Background: an optimization exercise with open tools, aiming at small area, a short achievable clock period and few clock cycles. Do not read the settings as production practice. Function was checked by simulation only, so behaviour that the tests miss may differ from the original. Power is estimated from default activity; no workload was simulated.

[flow/run.sh]
#!/bin/bash
# synth_recipe.tcl (not shown) runs the flow's synth.tcl, then flattens the netlist and writes it again
# the make line also repeats each setting of config.mk as NAME=value (left out here)
make -C /OpenROAD-flow-scripts/flow DESIGN_CONFIG=/design/flow/config.mk WORK_HOME=/design/flow/orfs CLKGATE_MAP_FILE= SYNTH_SCRIPT=/design/flow/synth_recipe.tcl finish
[flow/config.mk]
export PLATFORM = sky130hd
export DESIGN_NAME = indexed_insert_erase_array_top
export DESIGN_NICKNAME = indexed_insert_erase_array_top
export VERILOG_FILES = /design/flow/design.v
export SDC_FILE = /design/flow/constraint.sdc
export NUM_CORES = 4
export LEC_CHECK = 0
export CAP_MARGIN = 20
export CORE_MARGIN = 2
export CORE_UTILIZATION = 40
export SLEW_MARGIN = 20
[flow/constraint.sdc]
create_clock -name core_clock -period 4.0 [get_ports {i_clk}]
set_input_delay 0.8000 -clock core_clock [delete_from_list [all_inputs] [get_ports {i_clk}]]
set_output_delay 0.8000 -clock core_clock [all_outputs]
set_load 0.01 [all_outputs]
[flow/design.v]
package iiea_pkg;
    localparam int DATA_W = 32;
    localparam int IDX_W  = 5;
    localparam int KIND_W = 2;
    localparam int STS_W  = 2;
    localparam int CNT_W  = 5;
    localparam logic [KIND_W-1:0] KIND_READ   = 2'd0;
    localparam logic [KIND_W-1:0] KIND_INSERT = 2'd1;
    localparam logic [KIND_W-1:0] KIND_ERASE  = 2'd2;
    localparam logic [STS_W-1:0] ST_OK    = 2'd0;
    localparam logic [STS_W-1:0] ST_RANGE = 2'd1;
    localparam logic [STS_W-1:0] ST_FULL  = 2'd2;
    localparam logic [STS_W-1:0] ST_EMPTY = 2'd3;
    localparam logic signed [DATA_W-1:0] RD_FAIL = -32'sd1;
    typedef struct packed {
        logic accept;     
        logic step;       
        logic commit;     
        logic load_out;   
    } t_ctrl_cmd;
    typedef struct packed {
        logic busy;       
        logic out_free;   
    } t_dp_sts;
endpackage
module indexed_insert_erase_array_top #(
    parameter int DEPTH = 16
) (
    input  logic         i_clk,
    input  logic         i_rst_n,
    input  logic         i_req_valid,
    output logic         o_req_ready,
    input  logic [1:0]   i_req_kind,
    input  logic [4:0]   i_req_index,
    input  logic [31:0]  i_req_write_data,
    output logic         o_rsp_valid,
    input  logic         i_rsp_ready,
    output logic [31:0]  o_rsp_read_data,
    output logic [1:0]   o_rsp_status,
    output logic [4:0]   o_rsp_entry_count
);
    logic        r_ready;
    logic        e_valid;
    logic [1:0]  e_kind;
    logic [4:0]  e_idx;
    logic [31:0] e_wdata;
    logic [4:0]  r_count;
    logic [3:0]  r_perm [16];
    logic [31:0] r_data [16];
    logic        q0_valid, q1_valid;
    logic        q0_rd,    q1_rd;
    logic [3:0]  q0_slot,  q1_slot;
    logic [1:0]  q0_status, q1_status;
    logic [4:0]  q0_count, q1_count;
    logic        o_valid;
    logic [31:0] o_rdata;
    logic [1:0]  o_status;
    logic [4:0]  o_count;
    logic        exec;
    logic        is_rd, is_ins, is_era;
    logic        empty, full;
    logic        idx_lt_n, idx_le_n;
    logic [1:0]  e_status;
    logic [4:0]  e_count;
    logic        ins_do, era_do;
    logic [3:0]  idx_slot;
    logic [3:0]  top_slot;
    logic        o_free, pop, push;
    assign exec   = e_valid && !q1_valid;
    assign is_rd  = (e_kind == iiea_pkg::KIND_READ);
    assign is_ins = (e_kind == iiea_pkg::KIND_INSERT);
    assign is_era = (e_kind == iiea_pkg::KIND_ERASE);
    assign empty  = (r_count == 5'd0);
    assign full   = r_count[4];
    assign idx_lt_n = (e_idx < r_count);
    assign idx_le_n = (e_idx <= r_count);
    always_comb begin
        e_status = iiea_pkg::ST_OK;
        e_count  = r_count;
        unique case (e_kind)
            iiea_pkg::KIND_READ: begin
                if (empty)          e_status = iiea_pkg::ST_EMPTY;
                else if (!idx_lt_n) e_status = iiea_pkg::ST_RANGE;
            end
            iiea_pkg::KIND_INSERT: begin
                if (full)           e_status = iiea_pkg::ST_FULL;
                else if (!idx_le_n) e_status = iiea_pkg::ST_RANGE;
                else                e_count  = r_count + 5'd1;
            end
            iiea_pkg::KIND_ERASE: begin
                if (empty)          e_status = iiea_pkg::ST_EMPTY;
                else if (!idx_lt_n) e_status = iiea_pkg::ST_RANGE;
                else                e_count  = r_count - 5'd1;
            end
            default: e_status = iiea_pkg::ST_RANGE;
        endcase
    end
    assign ins_do   = exec && is_ins && !full;
    assign era_do   = exec && is_era;
    assign idx_slot = r_perm[e_idx[3:0]];
    assign top_slot = r_perm[15];
    always_ff @(posedge i_clk) begin
        for (int k = 0; k < 16; k++) begin
            if (!i_rst_n) begin
                r_perm[k] <= 4'(k);
            end else if (ins_do && (5'(k) > e_idx)) begin
                r_perm[k] <= r_perm[(k == 0) ? 0 : k - 1];
            end else if (ins_do && (5'(k) == e_idx)) begin
                r_perm[k] <= top_slot;
            end else if (era_do && (5'(k) >= e_idx)) begin
                r_perm[k] <= (k == 15) ? idx_slot : r_perm[(k == 15) ? 15 : k + 1];
            end
        end
    end
    always_ff @(posedge i_clk) begin
        for (int s = 0; s < 16; s++) begin
            if (ins_do && (top_slot == 4'(s))) begin
                r_data[s] <= e_wdata;
            end
        end
    end
    logic [31:0] rd_word;
    logic        q0_ok;
    assign q0_ok = q0_rd && (q0_status == iiea_pkg::ST_OK);
    always_comb begin
        rd_word = {32{q0_rd && !q0_ok}};
        for (int s = 0; s < 16; s++) begin
            rd_word = rd_word | (r_data[s] & {32{q0_ok && (q0_slot == 4'(s))}});
        end
    end
    assign o_free = !o_valid || i_rsp_ready;
    assign pop    = q0_valid && o_free;
    assign push   = exec;
    always_ff @(posedge i_clk) begin
        if (!i_rst_n) begin
            r_ready  <= 1'b1;
            e_valid  <= 1'b0;
            q0_valid <= 1'b0;
            q1_valid <= 1'b0;
            o_valid  <= 1'b0;
            r_count  <= 5'd0;
        end else begin
            if (r_ready) e_valid <= i_req_valid;
            if (exec) r_count <= e_count;
            q0_valid <= q1_valid || push || (q0_valid && !pop);
            q1_valid <= q0_valid && !pop && (q1_valid || push);
            if (o_free) o_valid <= q0_valid;
            r_ready <= !((r_ready ? i_req_valid : e_valid) &&
                         (q0_valid && !pop && (q1_valid || push)));
        end
    end
    always_ff @(posedge i_clk) begin
        if (r_ready) begin
            e_kind  <= i_req_kind;
            e_idx   <= i_req_index;
            e_wdata <= i_req_write_data;
        end
    end
    always_ff @(posedge i_clk) begin
        if (!q0_valid || pop) begin
            if (q1_valid) begin
                q0_rd     <= q1_rd;
                q0_slot   <= q1_slot;
                q0_status <= q1_status;
                q0_count  <= q1_count;
            end else begin
                q0_rd     <= is_rd;
                q0_slot   <= idx_slot;
                q0_status <= e_status;
                q0_count  <= e_count;
            end
        end
        if (!q1_valid) begin
            q1_rd     <= is_rd;
            q1_slot   <= idx_slot;
            q1_status <= e_status;
            q1_count  <= e_count;
        end
    end
    always_ff @(posedge i_clk) begin
        if (o_free) begin
            o_rdata  <= rd_word;
            o_status <= q0_status;
            o_count  <= q0_count;
        end
    end
    assign o_req_ready       = r_ready;
    assign o_rsp_valid       = o_valid;
    assign o_rsp_read_data   = o_rdata;
    assign o_rsp_status      = o_status;
    assign o_rsp_entry_count = o_count;
endmodule
==> run notes, run 1 <==
- The detailed-route wire length per cell is 26.5 µm.
- The finished cells cover 32200 µm².
- The total global routing track utilization is between 20% and 30%.
- Setup slack closes at 0.805 ns.
- The quantity of I/O buffers inserted on ports is between 80 and 90.
- In this run, the number of DRC markers left after iteration 0 of detailed routing was approximately 2500.
- edfxtp_1 takes more of the synthesized area than any other cell.
- The vias per cell is 6.09.
- The clock sink count is 688.
- The max-capacitance violation count is 0.
- The critical path goes through inv_1, ha_1, nand2b_1, nor2_1, nand3_1, nor2_4, buf_4.
- The floorplan step defined a die boundary enclosing approximately 70000 µm².
- The sum of internal, switching and leakage power is about 16 mW.
- The initial antenna violation count is 1.
- The flow ran to the end and the layout has no timing, DRC or antenna violations.
- The cell chosen for the clock root is clkbuf_16.
- Setup violations remaining at the end of the flow were counted as 0.
- For the worst setup path, the data required time is 4.31 ns.
- The net count of the finished layout is about 2100.
- The chip width is 267 µm.
- The number of clock buffers added by TritonCTS is 72.
- For this run, the number of standard cells in the final layout without fillers is 3043.
- The first-pass GRT wire length is around 120000 µm.
- The final hold violation count is 0.
- On the worst path, the slowest cell contributes a delay of 0.70 ns.
- Counting every instance in the synthesized netlist gives 1965.
- The largest individual stage delay along the critical path comes from the cell nor2_4.
- In this run, synthesis produced a sequential element count of 688.
- Subtracting the final worst setup slack from the clock period gives 3.20 ns.
- At the later pin of the worst-skew pair, clock insertion delay measures approximately 0.62 ns.
- The number of nets in the synthesized netlist is 2019.
- Gates resized during post-CTS repair numbered 0.
- The most used flip-flop cell after synthesis is edfxtp_1.
- The number of DRC violations after detailed routing is 0.
- Entering global routing, the biggest net connects 110 pins.
- The critical path's top delay family is simple AND/OR/NAND/NOR gates.
- The summed instance area of the synthesized netlist is 27700 µm².
- For hold timing, the worst endpoint is o_count[2].
- The post-placement cell count is 2912.
- Across all register-to-register paths, the minimum setup slack is approximately 0.8 ns.
- The average instance area after synthesis is about 14 µm².
- The startpoint of the lowest-slack register-to-register path is e_kind[1].
- Of all flip-flops after synthesis, the portion carrying an async set or reset was 0%.
- The H-tree was split into 3 levels.
- Relative to the synthesized area, the layout overhead comes to 16.2%.
- The worst min-delay path category is register to register.
- The number of enable flip-flop cells after synthesis is roughly 600.
- The clock passes through at most 3 buffers.
- The CTS tree is done.
- The overflow left after global routing is 0.
- The vias after detailed routing is 18500.
- The iteration count of the initial detailed-routing pass is 8.
- The number of rows created at floorplan is 96.
- In the finished design, the share of the clock period the worst path needs comes to 79.9%.
- The core region is roughly 69000 µm².
- The kind of start point of the critical path is a register.
- The repair_antennas step left the layout with diodes totalling 0.
- The reg-to-reg endpoint is r_data[15][17].
- The kind of end point of the critical path is a register.
- After clock tree synthesis, the clock-pin slew on the worst setup and hold paths is 0.06 ns.
- The number of buffers and inverters on the critical path is 2.
- Yosys attributes the largest share of cell area to edfxtp_1 65%, dfxtp_1 6.2%, nand2_1 2.4%.
- The critical path start-end classification is register to register.
- In this run the remaining antenna-violating nets after routing total 0.
- In this run the static leakage power is 10.4 nW.
- The share of the yosys chip area belonging to registers is between 70% and 80%.
- The final RePlAce weighted congestion is 0.889.
- The number of pins with negative max-slew slack in the final report is 0.
- The setup slack at placement is 0.841 ns.
- Derived from the worst setup path, the maximum achievable clock frequency is 313 MHz.
- The via count of the first global-routing pass was 18100.
- The slew at the pin closest to its max-slew limit is 1.20 ns.
- The sum of negative setup slack is 0 ns.
- The die is approximately 270 µm tall.
- The relative max-transition margin is 20.2%.
- The peak ir drop on the vdd network is 0.289 mV.
- The power per unit of standard cell area is 489 nW/µm².
- Data arrives at the worst endpoint at 3.50 ns.
- The top cell type by area accounts for 65.2% of the synthesized area.
- The Yosys warning count is 3.
- Detailed placement ended at an HPWL of 45700 µm.
- The placed cell area is 29900 µm².
- On the final layout, the worst hold slack is 0.420 ns.
- The routed wire length is 80500 µm.
- The count of distinct cell types in the synthesized netlist is 75.
- The number of cells on the worst reg-to-reg path is 7.
- After filler insertion, the fill cell instance count of the layout stands at 5937.
- The clock arrives with roughly 0.023 ns of skew.
- The final core area utilization is between 40% and 50%.
- The initial utilization of the core area, before any placement, comes to between 40% and 50%.
- The biggest fanout along the worst timing path is 15.
- The startpoint of the worst hold path is q0_count[2].
- The post-CTS setup buffer count is 0.
- The post-route netlist has between 10% and 20% of its cells at a drive strength greater than 1.
- Setup repair after global routing left no endpoint under its margin.
- The number of cells on the worst hold path is 0.
- For this design, the CTS-stage hold fixing added 0 buffers.
- The I/O pin count is 84.
-- worst reg2reg max path, stage by stage, from the launching register on --
cell	delay, ns
edfxtp_1	0.41
inv_1	0.10
ha_1	0.38
nand2b_1	0.21
nor2_1	0.36
nand3_1	0.37
nor2_4	0.70
buf_4	0.36
-- kinds of logic after synthesis --
kind of cell               Yosys count  synth area share (%)
buffers and inverters              147                  2.16
adders and majority gates           11                 0.496
DFF                                688                  71.4
and+or+nand+nor                    510                  8.78
AOI/OAI and AO/OA                  528                  13.9
muxes                               81                  3.25
-- area by class of cell --
| cell class | instances | area [µm²] | share of cell area (%) |
|---|---|---|---|
| Sequential cell | 688 | 19800 | 61.4 |
| Multi-Input combinational cell | 1130 | 7490 | 23.2 |
| Clock buffer | 89 | 1890 | 5.85 |
| Timing Repair Buffer | 147 | 1410 | 4.36 |
| Tap cell | 931 | 1160 | 3.61 |
| Clock inverter | 42 | 432 | 1.34 |
| Inverter | 16 | 60.1 | 0.186 |
-- sequential cells by signal, summed over array words and instances (netlist names), 5 cells and up --
register,cells
o_rdata,32
q0_count,5
e_idx,5
o_count,5
e_wdata,32
r_data,512
r_perm,64
r_count,5
q1_count,5
-- per-layer routing --
layer | wire, µm | GRT usage, % | share of wire (%) | vias to the layer above
met1 | 32400 | 30.0 | 40 | 9362
met4 | 2560 | 7.29 | 3.2 | 2
met5 | 14 | 0 | 0.017 | -
li1 | - | - | - | 8055
met3 | 7320 | 5.08 | 9.1 | 172
met2 | 38200 | 36.7 | 47 | 950
-- report_power, final --
part	internal, mW	switching (mW)
sequential	7.95	0.151
combinational	0.430	0.694
clock	3.72	2.83
total	12.1	3.68
-- worst max-delay path by stage --
stage	slack (ns)	cells after the start	start	endpoint
global route	0.61	7	e_kind[1]	r_data[15][26]
global placement	0.93	7	e_kind[1]	r_data[15][28]
CTS	0.83	7	e_kind[1]	r_data[15][12]
detailed placement	0.84	7	e_kind[1]	r_data[15][28]
finish	0.80	7	e_kind[1]	r_data[15][17]
floorplan	0.11	6	e_kind[1]	r_data[3][0]
-- cell usage after synthesis (all sizes together), types with 4 or more instances --
library cell  number
mux2i             63
o31ai              9
inv               14
a21boi            11
nand2b            15
o2111ai           12
o21ai             75
a32oi              6
nor3              22
a211oi            14
or3                9
o21a               4
edfxtp           602
dfxtp             86
nor4               9
or2                8
a31oi             22
o311ai            13
nand3             96
nand4              6
o211ai            37
nand2            174
a222oi            35
nor2b             13
a22oi             85
mux4               6
o211a              9
o221ai            17
and2              14
a21oi             53
a221oi            45
a211o              5
buf               50
clkbuf            81
ha                11
a22o              12
mux2              12
nor2             115
a311oi             5
a2111oi            5
and3              10
o22ai             35
nand3b             4
-- cell usage in the layout (no fill, tap or decap), types with 56 or more instances in the layout --
| cell | instances |
|---|---|
| a22oi_1 | 85 |
| buf_4 | 56 |
| clkbuf_16 | 72 |
| clkdlybuf4s50_1 | 82 |
| dfxtp_1 | 85 |
| edfxtp_1 | 602 |
| mux2i_1 | 63 |
| nand2_1 | 174 |
| nand3_1 | 96 |
| nor2_1 | 100 |
| o21ai_0 | 72 |
Testbench counts, summed over its fixed seeds: cycles 4,824.
==> run 2: changes to the inputs <==
--- a/flow/config.mk
+++ b/flow/config.mk
@@ -7,5 +7,6 @@
 export LEC_CHECK = 0
 export CAP_MARGIN = 20
 export CORE_MARGIN = 2
-export CORE_UTILIZATION = 40
+export CORE_UTILIZATION = 55
+export SETUP_SLACK_MARGIN = 1.8
 export SLEW_MARGIN = 20
==> run 2 against run 1 <==
Against the previous run: still clean; via count is 12% higher; flip-flop and latch count did not move; clock-buffer cell count rose by 16; core utilization increased by 27 points; largest cell class unchanged; largest power group unchanged.
==> run notes, run 2 <==
- The flow ran to the end and the layout has no timing, DRC or antenna violations.
- The via count of the first global-routing pass is around 20000.
- Global routing finished with a remaining overflow of 0.
- The kind of start point of the critical path is a register.
- The count of distinct cell types in the synthesized netlist is 75.
- The congestion estimate from routability-driven global placement came to 0.934.
- The power per unit of standard cell area is approximately 440 nW/µm².
- The worst hold path begins at q0_count[1].
- The post-synthesis to final-layout area growth is 33.1%.
- The worst endpoint required time is 4.33 ns.
- The CTS buffer count is 72.
- The most common flop cell mapped by yosys is edfxtp_1.
- The I/O pin count is 84.
- Ranked by instance count, the synthesized netlist is headed by 602 x edfxtp_1, 174 x nand2_1, 113 x nor2_1, 96 x nand3_1, 86 x dfxtp_1.
- For this run, asynchronously set or reset flops after synthesis account for 0%.
- The detailed router finished its first iteration with around 2900 violations.
- Once detail routing completed, the nets flagged for antenna violations numbered 0.
- The number of DRC violations after detailed routing is 0.
- The vias per cell is 6.87.
- The final hold violation count is 0.
- For hold timing, the worst endpoint is o_count[1].
- The first global-routing pass estimated ~130000 µm of wire.
- The synthesized netlist devotes 8.78% of its cell area to simple gates.
- Global routing used 34.1% of the available tracks across all layers.
- The dominant combinational cell family by area after synthesis is compound AO/OA/AOI/OAI gates.
- The startpoint of the lowest-slack register-to-register path is q0_status[0].
- The design area is 36900 µm².
- The placed cell area is a little under 30000 µm².
- The tightest min-delay check is of the register to register type.
- The largest total area in the synthesized netlist belongs to edfxtp_1.
- By instance count, the leading cell after synthesis is edfxtp_1.
- The share of the yosys chip area belonging to registers is between 70% and 80%.
- The summed instance area of the synthesized netlist is approximately 28000 µm².
- The initial antenna violation count came to 2.
- The number of placed instances, taps included, is 2661.
- The clock sink count is about 700.
- The number of cells on the worst hold path is 0.
- The biggest fanout along the worst timing path is 7.
- The post-route clock period utilization is 59.4%.
- The full die area is 52200 µm².
- The setup slack at placement is ~0.95 ns.
- The worst setup slack after layout is 1.63 ns.
- The worst setup path is of the register to register kind.
- The routed layout has 20800 vias.
- The average instance area after synthesis is approximately 14 µm².
- The buffers plus inverters on the worst setup path is 5.
- The detailed-placement wirelength estimate is 45200 µm.
- Summed over all failing endpoints, the final setup total negative slack is 0 ns.
- The number of enable flip-flop cells after synthesis is 602.
- Derived from the worst setup path, the maximum achievable clock frequency is 421 MHz.
- The initial utilization of the core area, before any placement, comes to 55.5%.
- The relative max-transition margin is 40.4%.
- After clock tree synthesis, the flow added hold-fix buffers numbering 0.
- The depth of the most critical reg-to-reg path is 11.
- The reg-to-reg endpoint is o_rdata[5].
- Once layout is complete, the utilization of the core stands at 73.9%.
- The post-layout instance count excluding filler cells is 3030.
- Setup repair after global routing could not meet its margin everywhere.
- The post-synthesis compound-gate area fraction is 13.9%.
- Sorting the synthesized cells by area gives the leading types as edfxtp_1 65%, dfxtp_1 6.2%, nand2_1 2.4%.
- 0 antenna diodes ended up in the layout.
- The insertion delay to the later sink of the worst-skew pair is 0.61 ns.
- No sink is reached through more buffers than the 3 on the longest clock path.
- The largest individual stage delay along the critical path comes from the cell edfxtp_1.
- The total area inside the core boundary comes to 50000 µm².
- The critical path goes through nand2b_4, buf_12, nor2_4, buf_12, buf_12, buf_16, buf_12, a221oi_4, o221ai_1, o31ai_1, o211ai_1.
- Across the run, the number of max-cap violations was 0.
- For this run, the detailed router's first-pass iteration total came to 7.
- The worst-case IR drop observed on VDD is 0.399 mV.
- The total of endpoints with negative setup slack in the final report is 0.
- The final layout contains routed wiring with a total length of 98300 µm.
- The die is 229 µm wide.
- In the final routed layout, each cell accounts on average for 32.5 µm.
- STA puts the critical path data arrival time at 2.71 ns.
- In the final design database the tool counted 2356 nets.
- The cell seen most often among critical-path stages is buf_12.
- r_data holds more flip-flops than any other register.
- The worst setup path is captured at a register.
- The leakage power summed over all cells is around 13 nW.
- The mux contribution to synthesized area is between 3 and 4%.
- Leaving out fill and tap cells, the most frequent cell in the layout is edfxtp_1.
- The number of storage elements in the synthesis netlist is 688.
- The top cell types in the final layout, fill and taps aside, are 602 x edfxtp_1, 159 x nand2_1, 139 x buf_4, 102 x clkbuf_16, 84 x nand3_1.
- At the pin with the least slew margin, the transition time is roughly 0.9 ns.
- Of the cells placed in the final design, the portion with a size suffix greater than 1 is 27.4%.
- The cell family contributing the most delay on the critical path is buffers and inverters.
- The quantity of I/O buffers inserted on ports is 83.
- In this run the biggest area consumer among cell types represents 65.2% of the synthesized area.
- The die is 229 µm tall.
- The H-tree was split into 3 levels.
- The synthesized netlist devotes 0.496% of its cell area to adder and majority cells.
- The CTS tree is done.
- The shortest period the worst path allows is between 2 and 2.5 ns.
- The register with the most flip-flops in the layout has about 500 of them.
- In the final layout, the registers with the most flip-flops are r_data x512, r_perm x64.
- The floorplan has 82 rows.
- The number of nets handed over by synthesis was 2019.
- The share of the synthesized netlist area taken by xor and xnor gates is 0%.
- Yosys printed 3 warnings.
- The number of pins with negative max-slew slack in the final report is 0.
- The clock skew is ~0.022 ns.
- The post-CTS clock slew at the launch and capture registers of the worst setup and hold paths is 0.06 ns.
- The pin count of the biggest net entering global routing is 59.
- The internal reg-to-reg setup slack is 1.63 ns.
- On the worst path, the slowest cell contributes a delay of roughly 0.49 ns.
- Synthesis produced a netlist whose cell count is 1965.
- The tree is rooted in a clkbuf_16.
run 2: cell counts after synthesis:
No cell type changed its count.
run 2: area by class of cell:
class	instances	area, µm²
clock buffers	105	2060
multi-input cells	1133	8750
clock inverters	25	305
repair inverters	1	3.75
inverters	16	77.6
repair buffers	390	5070
well taps	672	841
flip-flops and latches	688	19800
fillers	3166	13000
run 2: layer usage:
metal | up-vias | track usage, % | wire length [µm]
met3 | 377 | 6.05 | 10900
met4 | 2 | 15.5 | 6140
li1 | 8604 | - | -
met1 | 10400 | 44.4 | 35000
met2 | 1479 | 56.2 | 46300
met5 | - | 0 | 19
run 2: cells by family after synthesis:
family	count (synthesis)
flip-flops	688
AO/OA/AOI/OAI	528
AND/OR/NAND/NOR	510
buffers and inverters	147
multiplexers	81
adder cells (fa/ha/maj)	11
run 2: stage by stage:
stage / hold WS [ns] / total power [mW]
2_1_floorplan: 0.400 / 8.81
3_3_place_gp: 0.413 / 9.35
3_5_place_dp: 0.407 / 9.37
4_1_cts: 0.420 / 16.2
5_1_grt: 0.428 / 16.8
6_report: 0.418 / 16.3
run 2: worst max-delay path by stage:
stage          slack, ns           end  cells past startpoint    startpoint
6_report            1.63    o_rdata[5]                     11  q0_status[0]
5_1_grt             1.59    o_rdata[1]                      9    q0_slot[2]
4_1_cts             1.65   o_rdata[20]                      9    q0_slot[2]
3_5_place_dp        0.95   o_rdata[17]                      6  q0_status[1]
3_3_place_gp        1.02   o_rdata[22]                      7  q0_status[1]
2_1_floorplan       1.37  r_data[0][0]                      6     e_kind[1]
run 2: power by group:
part | internal (mW) | switching [mW]
sequential | 7.95 | 0.155
clock | 4.03 | 2.70
combinational | 0.617 | 0.886
run 2: timing repair:
item / 4_1_cts / 5_1_grt
pin swaps: 78 / 136
buffers inserted: 116 / 64
gates cloned: 25 / 34
resized for setup: 284 / 230
endpoints found under the hold margin: 0 / 0
endpoints found under the setup margin: 674 / 593
run 2: worst register-to-register path, stage by stage, from the launching register on:
cell      delay [ns]
edfxtp_1        0.49
nand2b_4        0.23
buf_12          0.13
nor2_4          0.05
buf_12          0.15
buf_12          0.15
buf_16          0.15
buf_12          0.13
a221oi_4        0.21
o221ai_1        0.15
o31ai_1         0.11
o211ai_1        0.16

[static timing again, ports no longer ideal]
Ports are ideal in the flow. The routed layouts listed here were re-timed in OpenROAD. Step 1: set_driving_cell puts a clkbuf_16 on i_clk and a buf_2 on each other input, an assumption about the parent block. Step 2 times the ports against the registers' clock, not the clock port: input delays grow and output delays shrink by t, the midpoint of the rising clock arrivals with the driver on. a / b / c = ideal / step 1 / step 2; a / b = the first two.
run | t (ns) | setup WS [ns] | worst data-port slew with drivers (ns)
run 1 | 0.669 | 0.805 / 0.805 / 0.805 | 0.05
run 2 | 0.659 | 1.625 / 1.625 / 1.596 | 0.14
After both steps every run listed still meets setup and hold. For run 2, which loses most, drivers alone change the setup slack by 0.000 ns; drivers and shift together by -0.029 ns.
